Context: an optimization exercise on an open-source flow, tuned for small area, a short achievable clock period and few clock cycles per item. The choices shown serve that exercise and are no tape-out recipe.
Function was not checked in any run shown here: the RTL went through the layout flow alone.
Power is estimated from default activity; no workload was simulated.

## flow/design.v (module list and top-level ports; edited modules follow where they fit)
// module mac_dsp_pipe: 901 lines
module mac_dsp_pipe #(
  parameter int A_WIDTH     = 25,
  parameter int B_WIDTH     = 18,
  parameter int ACC_WIDTH   = 48,
  parameter int PIPE_STAGES = 1
) (
  input  logic                 clk_i,
  input  logic                 rst_i,
  input  logic                 valid_i,
  output logic                 ready_o,
  input  logic [A_WIDTH-1:0]   a_i,
  input  logic [B_WIDTH-1:0]   b_i,
  input  logic                 clr_i,
  input  logic                 last_i,
  output logic                 valid_o,
  input  logic                 ready_i,
  output logic [ACC_WIDTH-1:0] acc_o,
  output logic                 ovf_o
);
  // ...
==> flow/flow/run.sh <==
#!/bin/bash
# Standard layout, with one netlist step between synthesis and floorplan: fixinv.py removes the
# inverters that Yosys leaves between full-adder cells (a full adder is self-dual, so a cell can
# compute on complemented signals instead). The new netlist is used only if ABC's cec proves it
# equivalent to the standard synthesis (registers paired by name); else the standard one is kept.
set -uo pipefail
export PATH="$FLOW_HOME/../tools/install/yosys/bin:$FLOW_HOME/../tools/install/OpenROAD/bin:$PATH"
R=orfs/results/${FLOW_PLATFORM}/mac_dsp_pipe/base
# port buffers: a plain buffer instead of the delay cell buffer_ports picks by itself
export BUFFER_PORTS_ARGS="-buffer_cell sky130_fd_sc_hd__buf_1"
bash standard.sh synth > synth.log 2>&1 || { echo "synthesis failed"; exit 1; }
cp "$R/1_2_yosys.v" standard_synth.v
if python3 flow/fixinv.py standard_synth.v fixed_synth.v > fixinv.log 2>&1 \
   && bash flow/cec.sh standard_synth.v fixed_synth.v > cec.log 2>&1 \
   && grep -q "Networks are equivalent" cec.log; then
  echo "using the netlist with full-adder polarities fixed"
  cp fixed_synth.v "$R/1_2_yosys.v"
  touch "$R/1_2_yosys.v"
else
  echo "keeping the standard netlist"
fi
bash standard.sh > layout.log 2>&1 || { echo "layout failed"; exit 1; }
test -f out/final.def
==> flow/flow/cec.sh <==
#!/bin/bash
# usage: cec.sh gold.v gate.v  -> combinational equivalence (registers matched by name) with ABC
set -e
t=$(mktemp -d -p .)
cat $1 $2 > $t/both.v
python3 $(dirname "$0")/lib2v.py ${LIB:-/OpenROAD-flow-scripts/flow/platforms/sky130hd/lib/sky130_fd_sc_hd__tt_025C_1v80.lib} $t/both.v > $t/cells.v
for x in gold gate; do
  f=$1; [ $x = gate ] && f=$2
  python3 $(dirname "$0")/cutff.py $f > $t/$x.v
  yosys -q -p "read_verilog $t/cells.v; read_verilog $t/$x.v; hierarchy -top mac_dsp_pipe; flatten; techmap; opt -purge; write_blif $t/$x.blif" >/dev/null
done
yosys-abc -c "cec -n $t/gold.blif $t/gate.blif"
rm -rf $t
==> flow/flow/cutff.py <==
#!/usr/bin/env python3
"""Turn every flip-flop of a flat sky130 netlist into ports (Q an input, D/DE outputs) named after
the flip-flop instance, so two netlists with the same registers can be compared combinationally."""
import re, sys
src = open(sys.argv[1]).read()
inst_re = re.compile(r'^  (sky130_fd_sc_hd__\w*dfxtp\w*) +(\S+) +\((.*?)\n  \);\n', re.S | re.M)
pin_re = re.compile(r'\.(\w+)\((.*?)\)(?:,|\s*$)', re.S)
newports, decl, assigns = [], [], []
def san(n): return re.sub(r'[^A-Za-z0-9_]', '_', n)
def esc(n): return n + ' ' if n.startswith('\\') else n
def repl(m):
    typ, name, body = m.groups()
    s = san(name)
    for p, n in pin_re.findall(body):
        n = n.strip()
        if p == 'CLK': continue
        if p == 'Q':
            newports.append(f"ffq_{s}"); decl.append(f"  input ffq_{s};\n"); assigns.append(f"  assign {esc(n)} = ffq_{s};\n")
        else:
            newports.append(f"ff{p.lower()}_{s}"); decl.append(f"  output ff{p.lower()}_{s};\n"); assigns.append(f"  assign ff{p.lower()}_{s} = {esc(n)};\n")
    return ''
src = inst_re.sub(repl, src)
src = re.sub(r'(module mac_dsp_pipe\()', r'\1' + ', '.join(newports) + ', ', src, count=1)
i = src.index(';', src.index('module mac_dsp_pipe(')) + 2
src = src[:i] + ''.join(decl) + src[i:]
src = src.replace('endmodule', ''.join(assigns) + 'endmodule')
print(src)
==> flow/flow/fixinv.py <==
#!/usr/bin/env python3
"""Remove inverters around full adders in a Yosys netlist of sky130 cells.

A full adder is self-dual: FA(~a, ~b, ~c) = (~sum, ~carry). The script picks, for each fa cell,
whether it computes on complemented signals (a local search that minimises the number of
signals that then need an inverter), removes the netlist's inverters, and inserts one inverter
per signal whose complement some load needs. The function of the netlist is unchanged.
usage: fixinv.py in.v out.v
"""
import re, sys, random

src = open(sys.argv[1]).read()
OUT_PINS = {'X', 'Y', 'Q', 'Q_N', 'SUM', 'COUT', 'HI', 'LO'}
inst_re = re.compile(r'^  (sky130_fd_sc_hd__\w+) +(\S+) +\((.*?)\n  \);\n', re.S | re.M)
pin_re = re.compile(r'\.(\w+)\((.*?)\)(?:,|\s*$)', re.S)

insts = []
for m in inst_re.finditer(src):
    typ, name, body = m.group(1), m.group(2), m.group(3)
    pins = [(p, n.strip()) for p, n in pin_re.findall(body)]
    insts.append(dict(typ=typ, name=name, pins=pins, span=m.span()))
head = src[:insts[0]['span'][0]]
tail = src[insts[-1]['span'][1]:]
# the text between instances must be empty (only instances are rewritten)
for a, b in zip(insts, insts[1:]):
    assert src[a['span'][1]:b['span'][0]].strip() == '', 'unexpected text between cells'
ports = set()
for m in re.finditer(r'^\s*(input|output)\s+(\[[^\]]*\]\s*)?(\S+);', head, re.M):
    ports.add(m.group(3))
def base_net(n):
    n = n.strip()
    if n.startswith('\\'): return n.split(' ')[0]
    return re.sub(r'\[\d+\]$', '', n)
def is_port(n): return base_net(n) in ports

is_inv = lambda t: re.search(r'__(clk)?inv(lp)?_\d+$', t) is not None
is_fa = lambda t: re.search(r'__fa_\d+$', t) is not None

# single-output cells with a complementary cell of the same inputs: (cell, its output pin)
COMP = {}
for a, b in [('nand2_1', 'and2_1'), ('nor2_1', 'or2_1'), ('xor2_1', 'xnor2_1'), ('a21oi_1', 'a21o_1'),
             ('a22oi_1', 'a22o_1'), ('o21ai_1', 'o21a_1'), ('nand3_1', 'and3_1'), ('nor3_1', 'or3_1'),
             ('a211oi_1', 'a211o_1'), ('o211ai_1', 'o211a_1'), ('a31oi_1', 'a31o_1'), ('o22ai_1', 'o22a_1')]:
    COMP['sky130_fd_sc_hd__' + a] = 'sky130_fd_sc_hd__' + b
    COMP['sky130_fd_sc_hd__' + b] = 'sky130_fd_sc_hd__' + a
def outpin(t):
    return 'Y' if re.search(r'__(nand|nor|xnor|a\d+oi|o\d+ai|inv|clkinv)', t) else 'X'
driver = {}
for i, c in enumerate(insts):
    for p, n in c['pins']:
        if p in OUT_PINS:
            driver[n] = (i, p)
# removable inverters: input and output not ports
inv_ok = set()
for i, c in enumerate(insts):
    if is_inv(c['typ']):
        d = dict(c['pins'])
        if not is_port(d['Y']) and not is_port(d['A']):
            inv_ok.add(i)
def root(n):
    pol = 0
    seen = 0
    while n in driver and driver[n][0] in inv_ok:
        n = dict(insts[driver[n][0]]['pins'])['A']; pol ^= 1; seen += 1
        assert seen < 100
    return n, pol

# loads: (inst index, pin idx, root, pol)
loads = []
for i, c in enumerate(insts):
    if i in inv_ok: continue
    for k, (p, n) in enumerate(c['pins']):
        if p in OUT_PINS or not n or n.startswith("1'b"): continue
        r, pol = root(n)
        loads.append((i, k, r, pol))
# root -> loads
from collections import defaultdict
by_root = defaultdict(list)
for L in loads: by_root[L[2]].append(L)
fa_idx = [i for i, c in enumerate(insts) if is_fa(c['typ'])]
flip = defaultdict(int)
def drv_flip(r):
    d = driver.get(r)
    return flip[d[0]] if d and is_fa(insts[d[0]]['typ']) else 0
def comp_root(r):
    d = driver.get(r)
    return d is not None and insts[d[0]]['typ'] in COMP and not is_port(r)
def cost_root(r):
    if comp_root(r):
        needs = set(pol ^ flip[i] for (i, k, _, pol) in by_root[r])
        return 1 if len(needs) > 1 else 0
    ph = drv_flip(r)
    for (i, k, _, pol) in by_root[r]:
        if pol ^ flip[i] != ph: return 1
    return 0
# roots touched by each fa
touch = defaultdict(set)
for i in fa_idx:
    for p, n in insts[i]['pins']:
        if p in OUT_PINS: touch[i].add(n)
        elif n and not n.startswith("1'b"): touch[i].add(root(n)[0])
total = sum(cost_root(r) for r in by_root)
start_cost = total
random.seed(1)
for it in range(50):
    improved = False
    order = fa_idx[:]; random.shuffle(order)
    for i in order:
        before = sum(cost_root(r) for r in touch[i])
        flip[i] ^= 1
        after = sum(cost_root(r) for r in touch[i])
        if after < before or (after == before and random.random() < 0.1 and it < 25):
            total += after - before
            improved = improved or after < before
        else:
            flip[i] ^= 1
    if not improved and it >= 25: break
total = sum(cost_root(r) for r in by_root)
n_inv_before = len(inv_ok)

# rebuild
def esc(n): return n + ' ' if n.startswith('\\') else n
newpin = {}
neg_net = {}
swapped = 0
for r, Ls in by_root.items():
    if comp_root(r):
        needs = set(pol ^ flip[i] for (i, k, _, pol) in Ls)
        if needs == {1}:
            di = driver[r][0]
            c = insts[di]
            t2 = COMP[c['typ']]
            c['pins'] = [((outpin(t2) if p == outpin(c['typ']) else p), n) for p, n in c['pins']]
            c['typ'] = t2
            flip[('drv', r)] = 1
            swapped += 1
extra = []
wires = []
cnt = 0
for r, Ls in by_root.items():
    ph = drv_flip(r) ^ flip[('drv', r)]
    for (i, k, _, pol) in Ls:
        need = pol ^ flip[i]
        if need == ph:
            newpin[(i, k)] = r
        else:
            if r not in neg_net:
                nn = f"_fixinv_n{cnt}_"; cnt += 1
                neg_net[r] = nn
                wires.append(f"  wire {nn};\n")
                extra.append(f"  sky130_fd_sc_hd__inv_1 _fixinv_i{cnt}_ (\n    .A({esc(r)}),\n    .Y({nn})\n  );\n")
            newpin[(i, k)] = neg_net[r]
out = [head.replace('\nendmodule', '') if False else head]
out.extend(wires)
for i, c in enumerate(insts):
    if i in inv_ok: continue
    pins = []
    for k, (p, n) in enumerate(c['pins']):
        n2 = newpin.get((i, k), n)
        pins.append(f"    .{p}({esc(n2)})")
    out.append(f"  {c['typ']} {c['name']} (\n" + ",\n".join(pins) + "\n  );\n")
out.extend(extra)
out.append(tail)
open(sys.argv[2], 'w').write("".join(out))
sys.stderr.write(f"fixinv: {len(fa_idx)} full adders, {sum(flip[i] for i in fa_idx)} flipped; "
                 f"{swapped} cells complemented; inverters {n_inv_before} -> {len(extra)}\n")
==> flow/flow/lib2v.py <==
#!/usr/bin/env python3
"""Write Verilog models of the sky130hd cells a netlist uses, from the liberty functions."""
import re, sys
lib = open(sys.argv[1]).read()
used = set(re.findall(r'(sky130_fd_sc_hd__\w+)\s+\S+\s*\(', open(sys.argv[2]).read()))
out = []
seen = set()
for m in re.finditer(r'\n\s*cell\s*\(\s*"?(sky130_fd_sc_hd__\w+)"?\s*\)\s*\{', lib):
    name = m.group(1)
    if name not in used or name in seen: continue
    seen.add(name)
    # cell body: up to next top-level cell
    start = m.end()
    nxt = lib.find('\n    cell (', start)
    body = lib[start:nxt if nxt > 0 else len(lib)]
    pins = re.findall(r'\n\s*pin\s*\(\s*"?(\w+)"?\s*\)\s*\{(.*?)(?=\n\s*pin\s*\(|\Z)', body, re.S)
    ins, outs = [], []
    for pn, pb in pins:
        d = re.search(r'direction\s*:\s*"?(\w+)"?', pb).group(1)
        f = re.search(r'\bfunction\s*:\s*"([^"]*)"', pb)
        if d == 'input': ins.append(pn)
        elif d == 'output': outs.append((pn, f.group(1) if f else None))
    if 'edfxtp' in name:
        out.append(f"module {name}(input CLK, input D, input DE, output reg Q); always @(posedge CLK) if (DE) Q <= D; endmodule")
        continue
    if 'dfxtp' in name:
        out.append(f"module {name}(input CLK, input D, output reg Q); always @(posedge CLK) Q <= D; endmodule")
        continue
    if 'XX' in name:
        out.append(f"module {name}(input CLK, input D, input DE, output reg Q); always @(posedge CLK) if (DE) Q <= D; endmodule")
        continue
    ports = ", ".join([f"input {p}" for p in ins] + [f"output {p}" for p, _ in outs])
    lines = [f"module {name}({ports});"]
    for p, f in outs:
        if f is None:
            lines.append(f"  assign {p} = 1'b0; // no function")
            continue
        e = f.replace('!', '~').replace('+', '|')
        e = re.sub(r"(\w+)'", r"(~\1)", e)
        e = re.sub(r'(\w|\))\s+(\w|\(|~)', r'\1 & \2', e)
        lines.append(f"  assign {p} = {e};")
    lines.append("endmodule")
    out.append("\n".join(lines))
print("\n".join(out))
==> flow/standard.sh <==
#!/bin/bash
# synth_recipe.tcl (not shown) runs the flow's synth.tcl, then flattens the netlist and writes it again
# the make line also repeats each setting of config.mk as NAME=value (left out here)
make -C /OpenROAD-flow-scripts/flow DESIGN_CONFIG=/design/flow/config.mk WORK_HOME=/design/flow/orfs CLKGATE_MAP_FILE= SYNTH_SCRIPT=/design/flow/synth_recipe.tcl "${@:-finish}"
==> flow/config.mk <==
export PLATFORM = sky130hd
export DESIGN_NAME = mac_dsp_pipe
export DESIGN_NICKNAME = mac_dsp_pipe
export VERILOG_FILES = /design/flow/design.v
export SDC_FILE = /design/flow/constraint.sdc
export NUM_CORES = 4
export LEC_CHECK = 0
export CAP_MARGIN = 20
export CORE_MARGIN = 2
export CORE_UTILIZATION = 75
export PLACE_DENSITY = 0.85
export SETUP_SLACK_MARGIN = 3.25
export SLEW_MARGIN = 20
==> flow/constraint.sdc <==
create_clock -name core_clock -period 7.0 [get_ports {clk_i}]
set_input_delay 1.4000 -clock core_clock [delete_from_list [all_inputs] [get_ports {clk_i}]]
set_output_delay 1.4000 -clock core_clock [all_outputs]
set_load 0.01 [all_outputs]
==> impl_metrics.toml, run 1 <==
[status]
run_status = "no timing/DRC/antenna violations"

[clock_network]
clock_tree.root_cell = "sky130_fd_sc_hd__clkbuf_16"
htreeDepth = 1
clock_sink_count = 239

[placed_design]
worst_case_setup_slack_after_placement_ns = 2.81
place_hpwl_mm = 28.6

[drt]
detailed_route_via_count = 13400
wl_met2_mm = 22.6
route.layer.met1.wl_mm = 17.7

[final_layout]
area_share_clock_buf_inv_pct = 4.55
numSequentialCells = 239
multiInputGateArea_um2 = 11000

[floorplanning]
fp-row-count = 57
tap_cells = 324
boundaryPins = 100
die_height_um = 161

[global_routing]
grt_pass1_wl_mm = 75.3
grt_util_met1_pct = 51.8
grt-ovfl-total = 0

[critical_path]
worst_path_max_delay_cell = "sky130_fd_sc_hd__edfxtp_1"
critical_r2r_launch = "r_a[9]"
path_delay_family = "adder cells"
path_cells = "a22oi_1 -> xnor2_1 -> fa_1 -> fa_1 -> fa_1 -> fa_1"

[timing]
grt_setup_unrepaired = "true"
timing.final.hold_violations = 0

[hold_path]
worstHoldStart = "r_last"
hold_path_depth = 0

[power]
power.sequential.fraction_pct = 25.5
top_power_group = "combinational cells"

[run]
max-cap-violations = 0
==> inputs of run 2 (changes only) <==
--- a/flow/design.v
+++ b/flow/design.v
@@ -13,18 +13,16 @@
   input  logic                 clr_i,
   input  logic                 last_i,
   output logic                 valid_o,
   input  logic                 ready_i,
   output logic [ACC_WIDTH-1:0] acc_o,
   output logic                 ovf_o
 );
   logic ce, take, start, clear, new_frame, ovf, add_ovf, basen47;
-  logic zero, fin, ovf_nxt, out_ovf;
-  logic [47:0] out_acc;
   logic [47:0] acc, base;
   logic [48:0] tsum, rx, ry;
   logic [25:0] am;    
   logic [18:0] bm;    
   logic one0, two0, neg0, ppn0, e_one0, e_two0, e_neg0;
   logic [24:0] pp0;
   logic one1, two1, neg1, ppn1, e_one1, e_two1, e_neg1;
   logic [24:0] pp1;
@@ -38,26 +36,27 @@
   logic [24:0] pp5;
   logic one6, two6, neg6, ppn6, e_one6, e_two6, e_neg6;
   logic [24:0] pp6;
   logic one7, two7, neg7, ppn7, e_one7, e_two7, e_neg7;
   logic [24:0] pp7;
   logic one8, two8, neg8, ppn8, e_one8, e_two8, e_neg8;
   logic [24:0] pp8;
   logic fs0, fc0, fs1, fc1, fs2, fc2, fs3, fc3, fs4, fc4, fs5, fc5, fs6, fc6, fs7, fc7, fs8, fc8, fs9, fc9, fs10, fc10, fs11, fc11, fs12, fc12, fs13, fc13, fs14, fc14, fs15, fc15, fs16, fc16, fs17, fc17, fs18, fc18, fs19, fc19, fs20, fc20, fs21, fc21, fs22, fc22, fs23, fc23, fs24, fc24, fs25, fc25, fs26, fc26, fs27, fc27, fs28, fc28, fs29, fc29, fs30, fc30, fs31, fc31, fs32, fc32, fs33, fc33, fs34, fc34, fs35, fc35, fs36, fc36, fs37, fc37, fs38, fc38, fs39, fc39, fs40, fc40, fs41, fc41, fs42, fc42, fs43, fc43, fs44, fc44, fs45, fc45, fs46, fc46, fs47, fc47, fs48, fc48, fs49, fc49, fs50, fc50, fs51, fc51, fs52, fc52, fs53, fc53, fs54, fc54, fs55, fc55, fs56, fc56, fs57, fc57, fs58, fc58, fs59, fc59, fs60, fc60, fs61, fc61, fs62, fc62, fs63, fc63, fs64, fc64, fs65, fc65, fs66, fc66, fs67, fc67, fs68, fc68, fs69, fc69, fs70, fc70, fs71, fc71, fs72, fc72, fs73, fc73, fs74, fc74, fs75, fc75, fs76, fc76, fs77, fc77, fs78, fc78, fs79, fc79, fs80, fc80, fs81, fc81, fs82, fc82, fs83, fc83, fs84, fc84, fs85, fc85, fs86, fc86, fs87, fc87, fs88, fc88, fs89, fc89, fs90, fc90, fs91, fc91, fs92, fc92, fs93, fc93, fs94, fc94, fs95, fc95, fs96, fc96, fs97, fc97, fs98, fc98, fs99, fc99, fs100, fc100, fs101, fc101, fs102, fc102, fs103, fc103, fs104, fc104, fs105, fc105, fs106, fc106, fs107, fc107, fs108, fc108, fs109, fc109, fs110, fc110, fs111, fc111, fs112, fc112, fs113, fc113, fs114, fc114, fs115, fc115, fs116, fc116, fs117, fc117, fs118, fc118, fs119, fc119, fs120, fc120, fs121, fc121, fs122, fc122, fs123, fc123, fs124, fc124, fs125, fc125, fs126, fc126, fs127, fc127, fs128, fc128, fs129, fc129, fs130, fc130, fs131, fc131, fs132, fc132, fs133, fc133, fs134, fc134, fs135, fc135, fs136, fc136, fs137, fc137, fs138, fc138, fs139, fc139, fs140, fc140, fs141, fc141, fs142, fc142, fs143, fc143, fs144, fc144, fs145, fc145, fs146, fc146, fs147, fc147, fs148, fc148, fs149, fc149, fs150, fc150, fs151, fc151, fs152, fc152, fs153, fc153, fs154, fc154, fs155, fc155, fs156, fc156, fs157, fc157, fs158, fc158, fs159, fc159, fs160, fc160, fs161, fc161, fs162, fc162, fs163, fc163, fs164, fc164, fs165, fc165, fs166, fc166, fs167, fc167, fs168, fc168, fs169, fc169, fs170, fc170, fs171, fc171, fs172, fc172, fs173, fc173, fs174, fc174, fs175, fc175, fs176, fc176, fs177, fc177, fs178, fc178, fs179, fc179, fs180, fc180, fs181, fc181, fs182, fc182, fs183, fc183, fs184, fc184, fs185, fc185, fs186, fc186, fs187, fc187, fs188, fc188, fs189, fc189, fs190, fc190, fs191, fc191, fs192, fc192, fs193, fc193, fs194, fc194, fs195, fc195, fs196, fc196, fs197, fc197, fs198, fc198, fs199, fc199;
+  logic [17:0] r_b;
   logic [24:0] r_a;
   logic r_v, r_clr, r_last;
   logic [8:0] r_one, r_two, r_neg;
   logic [48:0] c_x, c_y, s3, c3;
   logic c_v, c_last, c_start, c_start_nx;
   logic [48:0] g_f, p_f;
-  assign ce      = !(c_v && c_last && valid_o && !ready_i);
+  assign ce      = !valid_o || ready_i;
   assign ready_o = ce;
   assign take    = valid_i && ce;
-  assign bm      = {b_i, 1'b0};
+  assign bm      = {r_b, 1'b0};    
   assign e_neg0 = bm[2];
   assign e_one0 = (bm[1] ^ bm[0]);
   assign e_two0 = ((bm[2] & !bm[1] & !bm[0]) | (!bm[2] & bm[1] & bm[0]));
   assign e_neg1 = bm[4];
   assign e_one1 = (bm[3] ^ bm[2]);
   assign e_two1 = ((bm[4] & !bm[3] & !bm[2]) | (!bm[4] & bm[3] & bm[2]));
   assign e_neg2 = bm[6];
   assign e_one2 = (bm[5] ^ bm[4]);
@@ -84,37 +83,29 @@
     if (rst_i) r_v <= 1'b0;
     else if (ce) r_v <= valid_i;
   end
   always_ff @(posedge clk_i) begin
     if (ce) begin
       r_a    <= a_i;
       r_clr  <= clr_i;
       r_last <= last_i;
-      r_one[0] <= e_one0; r_two[0] <= e_two0; r_neg[0] <= e_neg0;
-      r_one[1] <= e_one1; r_two[1] <= e_two1; r_neg[1] <= e_neg1;
-      r_one[2] <= e_one2; r_two[2] <= e_two2; r_neg[2] <= e_neg2;
-      r_one[3] <= e_one3; r_two[3] <= e_two3; r_neg[3] <= e_neg3;
-      r_one[4] <= e_one4; r_two[4] <= e_two4; r_neg[4] <= e_neg4;
-      r_one[5] <= e_one5; r_two[5] <= e_two5; r_neg[5] <= e_neg5;
-      r_one[6] <= e_one6; r_two[6] <= e_two6; r_neg[6] <= e_neg6;
-      r_one[7] <= e_one7; r_two[7] <= e_two7; r_neg[7] <= e_neg7;
-      r_one[8] <= e_one8; r_two[8] <= e_two8; r_neg[8] <= e_neg8;
+      r_b    <= b_i;
     end
   end
   assign am = {r_a, 1'b0};
-  assign one0 = r_one[0]; assign two0 = r_two[0]; assign neg0 = r_neg[0];
-  assign one1 = r_one[1]; assign two1 = r_two[1]; assign neg1 = r_neg[1];
-  assign one2 = r_one[2]; assign two2 = r_two[2]; assign neg2 = r_neg[2];
-  assign one3 = r_one[3]; assign two3 = r_two[3]; assign neg3 = r_neg[3];
-  assign one4 = r_one[4]; assign two4 = r_two[4]; assign neg4 = r_neg[4];
-  assign one5 = r_one[5]; assign two5 = r_two[5]; assign neg5 = r_neg[5];
-  assign one6 = r_one[6]; assign two6 = r_two[6]; assign neg6 = r_neg[6];
-  assign one7 = r_one[7]; assign two7 = r_two[7]; assign neg7 = r_neg[7];
-  assign one8 = r_one[8]; assign two8 = r_two[8]; assign neg8 = r_neg[8];
+  assign one0 = e_one0; assign two0 = e_two0; assign neg0 = e_neg0;
+  assign one1 = e_one1; assign two1 = e_two1; assign neg1 = e_neg1;
+  assign one2 = e_one2; assign two2 = e_two2; assign neg2 = e_neg2;
+  assign one3 = e_one3; assign two3 = e_two3; assign neg3 = e_neg3;
+  assign one4 = e_one4; assign two4 = e_two4; assign neg4 = e_neg4;
+  assign one5 = e_one5; assign two5 = e_two5; assign neg5 = e_neg5;
+  assign one6 = e_one6; assign two6 = e_two6; assign neg6 = e_neg6;
+  assign one7 = e_one7; assign two7 = e_two7; assign neg7 = e_neg7;
+  assign one8 = e_one8; assign two8 = e_two8; assign neg8 = e_neg8;
   for (genvar j = 0; j < 25; j++) begin : g_pp0
     assign pp0[j] = ((one0 & am[j+1]) | (two0 & am[j])) ^ neg0;
   end
   assign ppn0 = !(((one0 & am[25]) | (two0 & am[25])) ^ neg0);
   for (genvar j = 0; j < 25; j++) begin : g_pp1
     assign pp1[j] = ((one1 & am[j+1]) | (two1 & am[j])) ^ neg1;
   end
   assign ppn1 = !(((one1 & am[25]) | (two1 & am[25])) ^ neg1);
@@ -550,22 +541,25 @@
   assign ry = {1'b0, 1'b0, 1'b0, 1'b0, 1'b0, 1'b0, 1'b0, ppn8, fs199, fs198, fs197, fs196, fs195, fs194, fs193, fs192, fs191, fs190, fs189, fs188, fs187, fs186, fs185, fs184, fs183, fs182, fs181, fs180, fs179, fs178, fs177, fs176, fs175, fs174, fs173, fs172, fs171, fs170, fs169, fs168, fs167, fs166, fs165, fs164, fs163, fs162, pp1[0], 1'b0, pp0[0]};
   always_ff @(posedge clk_i) begin
     if (rst_i) c_v <= 1'b0;
     else if (ce) c_v <= r_v;
   end
   assign c_start_nx = r_clr || (c_v ? c_last : new_frame);
   always_ff @(posedge clk_i) begin
     if (ce) begin
+      c_start <= c_start_nx;
       c_last <= r_last;
       c_x    <= rx;
       c_y    <= ry;
     end
   end
-  assign base = acc;
+  assign start = c_start;
+  assign clear = c_v && start;
+  assign base = start ? 48'd0 : acc;
   assign basen47 = !base[47];
   assign s3 = {1'b0, basen47, base[46:0]} ^ c_x ^ c_y;
   assign c3 = {(({1'b0, basen47, base[46:0]} & c_x) | ({1'b0, basen47, base[46:0]} & c_y) | (c_x & c_y)), 1'b0};
   assign g_f = s3 & c3;
   assign p_f = s3 ^ c3;
   wire gg_f0 = g_f[1] | (p_f[1] & g_f[0]);
   wire pg_f0 = p_f[1] & p_f[0];
   wire gg_f1 = g_f[3] | (p_f[3] & g_f[2]);
@@ -871,31 +865,26 @@
   assign tsum[42] = p_f[42] ^ gg_f122;
   assign tsum[43] = p_f[43] ^ gg_f123;
   assign tsum[44] = p_f[44] ^ gg_f124;
   assign tsum[45] = p_f[45] ^ gg_f125;
   assign tsum[46] = p_f[46] ^ gg_f126;
   assign tsum[47] = p_f[47] ^ gg_f127;
   assign tsum[48] = p_f[48] ^ gg_f128;
   assign add_ovf = tsum[48] ^ tsum[47];
-  assign fin      = ce && c_v && c_last;
-  assign ovf_nxt  = ovf || add_ovf;
-  assign zero     = rst_i || fin || (ce && r_v && r_clr);
   always_ff @(posedge clk_i) begin
-    if (zero || (ce && c_v)) begin
-      acc <= zero ? 48'd0 : tsum[47:0];
-      ovf <= !zero && ovf_nxt;
+    if (rst_i) begin
+      new_frame <= 1'b1;
+      valid_o   <= 1'b0;
+    end else if (ce) begin
+      if (c_v) new_frame <= c_last;
+      valid_o <= c_v && c_last;
     end
   end
   always_ff @(posedge clk_i) begin
-    if (rst_i) valid_o <= 1'b0;
-    else if (fin) valid_o <= 1'b1;
-    else if (ready_i) valid_o <= 1'b0;
-  end
-  always_ff @(posedge clk_i) begin
-    if (fin) begin
-      out_acc <= tsum[47:0];
-      out_ovf <= ovf_nxt;
+    if (ce && c_v) begin
+      acc <= tsum[47:0];
+      ovf <= (ovf && !start) || add_ovf;
     end
   end
-  assign acc_o = out_acc;
-  assign ovf_o = out_ovf;
+  assign acc_o = acc;
+  assign ovf_o = ovf;
 endmodule
==> flow/config.mk (replaced) <==
export PLATFORM = sky130hd
export DESIGN_NAME = mac_dsp_pipe
export DESIGN_NICKNAME = mac_dsp_pipe
export VERILOG_FILES = /design/flow/design.v
export SDC_FILE = /design/flow/constraint.sdc
export NUM_CORES = 4
export LEC_CHECK = 0
export CAP_MARGIN = 20
export CORE_MARGIN = 2
export CORE_UTILIZATION = 75
export PLACE_DENSITY = 0.85
export SETUP_SLACK_MARGIN = 3.0
export SLEW_MARGIN = 20
==> run 2 against run 1 <==
Die area is 15% higher. Combinational power fell by 26%. Clock skew down 0.0068 ns. Fmax fell by 7.6%. First-iteration DRC count rose by 72%. Final cell count up 49%. Non-clock buffer count increased by 56. Global-route usage is 7.2 points higher. Total power shrank 28%. Worst setup slack got worse by 0.32 ns. Sequential power is 28% lower. Largest cell class unchanged.
==> impl_metrics.toml, run 2 <==
[critical_path]
setup.reg_to_reg.worst_slack_ns = 2.85
regToRegEndpoint = "acc[23]"
endpoint_kind = "flip-flop"
timing.setup.critical_path_class = "flip-flop to flip-flop"
worstPathMaxFanout = 24
worst_ep_arrival_time_ns = 4.37
type_of_element_launching_the_critical_path = "flip-flop"
r2r_cells = 16
critical_r2r_launch = "c_start"
required_ns = 7.22

[global_routing]
met3_usage_pct = 14.8
met2_usage_pct = 67.4
antenna_violations_before_repair = 2
via_count_of_the_first_global_routing_pass = 18100
total_grt_usage_pct = 44.9
grt.busiest_layer = "met2"
grt_pass1_wl_mm = 104
grt_start_max_net_pins = 80
grt-ovfl-total = 0
grt_util_met1_pct = 63.3

[clock_network]
worstSkewPairLatency_ns = 0.48
htreeDepth = 4
clkSlewWorstSetupHoldPaths_ns = 0.08
ctsLongestPathBuffers = 2
clock_sink_count = 183
postCtsHoldBufs = 0
cts_tree = "yes"
clock_tree.root_cell = "sky130_fd_sc_hd__clkbuf_16"
inserted_clock_buffers = 17

[floorplanning]
boundaryPins = 100
floorplan.initialDensity_pct = 76.6
fp-row-count = 61
dieWidth_um = 173
core_area_um2 = 28000
floorplan.die_area_um2 = 30000
die_height_um = 173

[timing]
setup_viol = 0
min_period_over_period_pct = 59.3
max_clock_freq_ghz = 0.241
grt_setup_unrepaired = "true"
final.min_clock_period_ns = 4.15
timing.max_slew.rel_slack_pct = 47.5
setup_total_negative_slack_ns = 0
timing.final.hold_violations = 0
tightest_slew_ns = 0.788
skew_ns = 0.0160
final_max_slew_viol_count = 0

[final_layout]
post_layout_cell_count = 2821
largestRegisters = "acc x48, c_x x42, c_y x41"
largest_register_ff_count = 48
most-common-layout-cells = "sky130_fd_sc_hd__a21oi_1, sky130_fd_sc_hd__nand2_1, sky130_fd_sc_hd__nor2_1"
final_cell_area_um2 = 23900
synthToLayoutAreaGrowth_pct = 11.5
share_of_cells_above_drive_strength_1_pct = 12.0
top_register = "acc"
finish.utilization_pct = 85.4
num-nets-final = 2768
diodes = 0
layout_commonest_cell = "sky130_fd_sc_hd__a21oi_1"

[synth]
post_synthesis_net_count = 2800
avgSynthCellArea_um2 = 8.71
ys_warn_count = 1
syn-cell-area_um2 = 21500
netlist_instances = 2462

[drt]
routed_wl_mm = 71.2
drc_errors = 0
detailed_route_via_count = 20700
viasPerCell = 7.34
firstDrtPassIters = 14
post_drt_wl_per_cell_um = 25.2
drt_first_iter_violations = 4004
detail-route-antenna-nets = 0

[placed_design]
number_of_placed_instances_taps_included = 2696
placedInstanceArea_um2 = 21600
routabilityCongestion = 0.997
place_hpwl_mm = 42.6
port_buffers = 99

[status]
run_status = "no timing/DRC/antenna violations"

[run]
max-cap-violations = 0

[hold_path]
worstHoldEndpoint = "c_last"
worst_hold_path_type = "flip-flop to flip-flop"
hold_path_depth = 0
worstHoldStart = "r_last"

[power]
vdd_ir_drop_max_mv = 0.206
leakage_power_nw = 9.15
pwrdens_nw_per_um2 = 362
-- run 2: cell count changes in the layout (fill, tap and decap cells not counted), moves of 43 or more --
cell | before | now
sky130_fd_sc_hd__nand2_1 | 25 | 212
sky130_fd_sc_hd__xnor2_1 | 218 | 45
sky130_fd_sc_hd__edfxtp_1 | 236 | 179
sky130_fd_sc_hd__o21ai_0 | 26 | 98
sky130_fd_sc_hd__a211oi_1 | 0 | 47
sky130_fd_sc_hd__a22oi_1 | 217 | 52
sky130_fd_sc_hd__o31ai_1 | 0 | 43
sky130_fd_sc_hd__nor2_1 | 25 | 202
sky130_fd_sc_hd__o22ai_1 | 0 | 125
sky130_fd_sc_hd__maj3_1 | 0 | 54
sky130_fd_sc_hd__a21oi_1 | 27 | 332
sky130_fd_sc_hd__inv_1 | 37 | 98
-- run 2: repair_timing --
action | 4_1_cts | 5_1_grt
endpoints found under the hold margin | 0 | 0
cloned | 7 | 6
setup endpoints to repair | 64 | 48
resized for setup | 78 | 115
setup buffers | 49 | 31
pin swaps | 9 | 28
-- run 2: layout make-up --
type	count	area (um^2)
multi-input cells	1867	15000
well taps	378	473
clock inverters	15	171
repair inverters	3	22.5
fillers	1534	4100
inverters	115	492
repair buffers	243	1910
clock buffers	17	425
flip-flops and latches	183	5460
-- run 2: report_power, final --
group / internal [W] / switching, W / total [W] / leakage [nW]
logic: 0.00232 / 0.00312 / 0.00544 / 7.00
clock network: 0.000484 / 0.000538 / 0.00102 / 0.291
registers: 0.00196 / 0.000232 / 0.00219 / 1.86
total: 0.00477 / 0.00389 / 0.00865 / 9.15
-- run 2: how the worst max path moves through the flow --
stage,startpoint,end,depth (start not counted)
2_1_floorplan,r_b[1],c_y[18],10
3_3_place_gp,r_b[7],c_y[17],9
3_5_place_dp,r_b[7],c_y[17],9
4_1_cts,r_b[7],c_y[21],9
5_1_grt,c_start,ovf,14
6_report,c_start,acc[23],16
-- run 2: metrics by stage --
| stage | worst slack, ns | total power (W) | hold slack, ns |
|---|---|---|---|
| after global routing | 2.77 | 0.00911 | 0.446 |
| after global placement | 2.15 | 0.00648 | 0.423 |
| final | 2.85 | 0.00865 | 0.449 |
| after CTS | 3.00 | 0.00806 | 0.444 |
| after detailed placement | 2.08 | 0.00683 | 0.409 |
| after floorplan | 3.02 | 0.00557 | 0.400 |
-- run 2: worst max-delay path: stages (launching register included) --
cell and delay, ns:
sky130_fd_sc_hd__edfxtp_1 0.44, sky130_fd_sc_hd__buf_4 0.18, sky130_fd_sc_hd__bufbuf_16 0.29, sky130_fd_sc_hd__nand2b_1 0.16, sky130_fd_sc_hd__inv_1 0.09, sky130_fd_sc_hd__fa_1 0.43, sky130_fd_sc_hd__ha_1 0.36, sky130_fd_sc_hd__nand4_1 0.16
sky130_fd_sc_hd__nor2_1 0.20, sky130_fd_sc_hd__o211ai_1 0.18, sky130_fd_sc_hd__buf_4 0.18, sky130_fd_sc_hd__buf_4 0.12, sky130_fd_sc_hd__nand3b_1 0.24, sky130_fd_sc_hd__a21oi_1 0.19, sky130_fd_sc_hd__o21bai_1 0.37, sky130_fd_sc_hd__a21oi_1 0.16
sky130_fd_sc_hd__xnor2_1 0.14
-- run 2: layer usage --
| metal | share of wire [%] | vias to the layer above | wire, um |
|---|---|---|---|
| li1 | - | 8741 | - |
| met1 | 35 | 9582 | 24800 |
| met2 | 43 | 1986 | 30400 |
| met3 | 17 | 403 | 12200 |
| met4 | 5.2 | 4 | 3720 |
| met5 | 0.039 | - | 28 |

[static timing again, ports no longer ideal]
No port has a modelled driver above. Below, the same layouts with a new extraction and two added sets of constraints.
Step 1 (the two cells are an assumption about what drives the block):
set clk [get_ports {clk_i}]
set_driving_cell -lib_cell sky130_fd_sc_hd__clkbuf_16 $clk
set_driving_cell -lib_cell sky130_fd_sc_hd__buf_2 [delete_from_list [all_inputs] $clk]
Step 2 adds t to the input delays and takes it off the output delays; t is the mean of the earliest and latest rising clock arrival at the registers after step 1. Input paths then give back, and output paths get back, about the clock's delay inside the block.
Three values: no drivers, after step 1, after step 2; two values: the first two.
run	t (ns)	setup WS [ns]	latest minus earliest clock arrival (ns)	worst register clock-pin slew, ns
run 1	0.591	3.166 / 3.166 / 3.166	0.023 / 0.023	0.07 / 0.07
run 2	0.524	2.851 / 2.851 / 2.851	0.017 / 0.017	0.09 / 0.09
After both steps setup and hold are still met in every run listed.
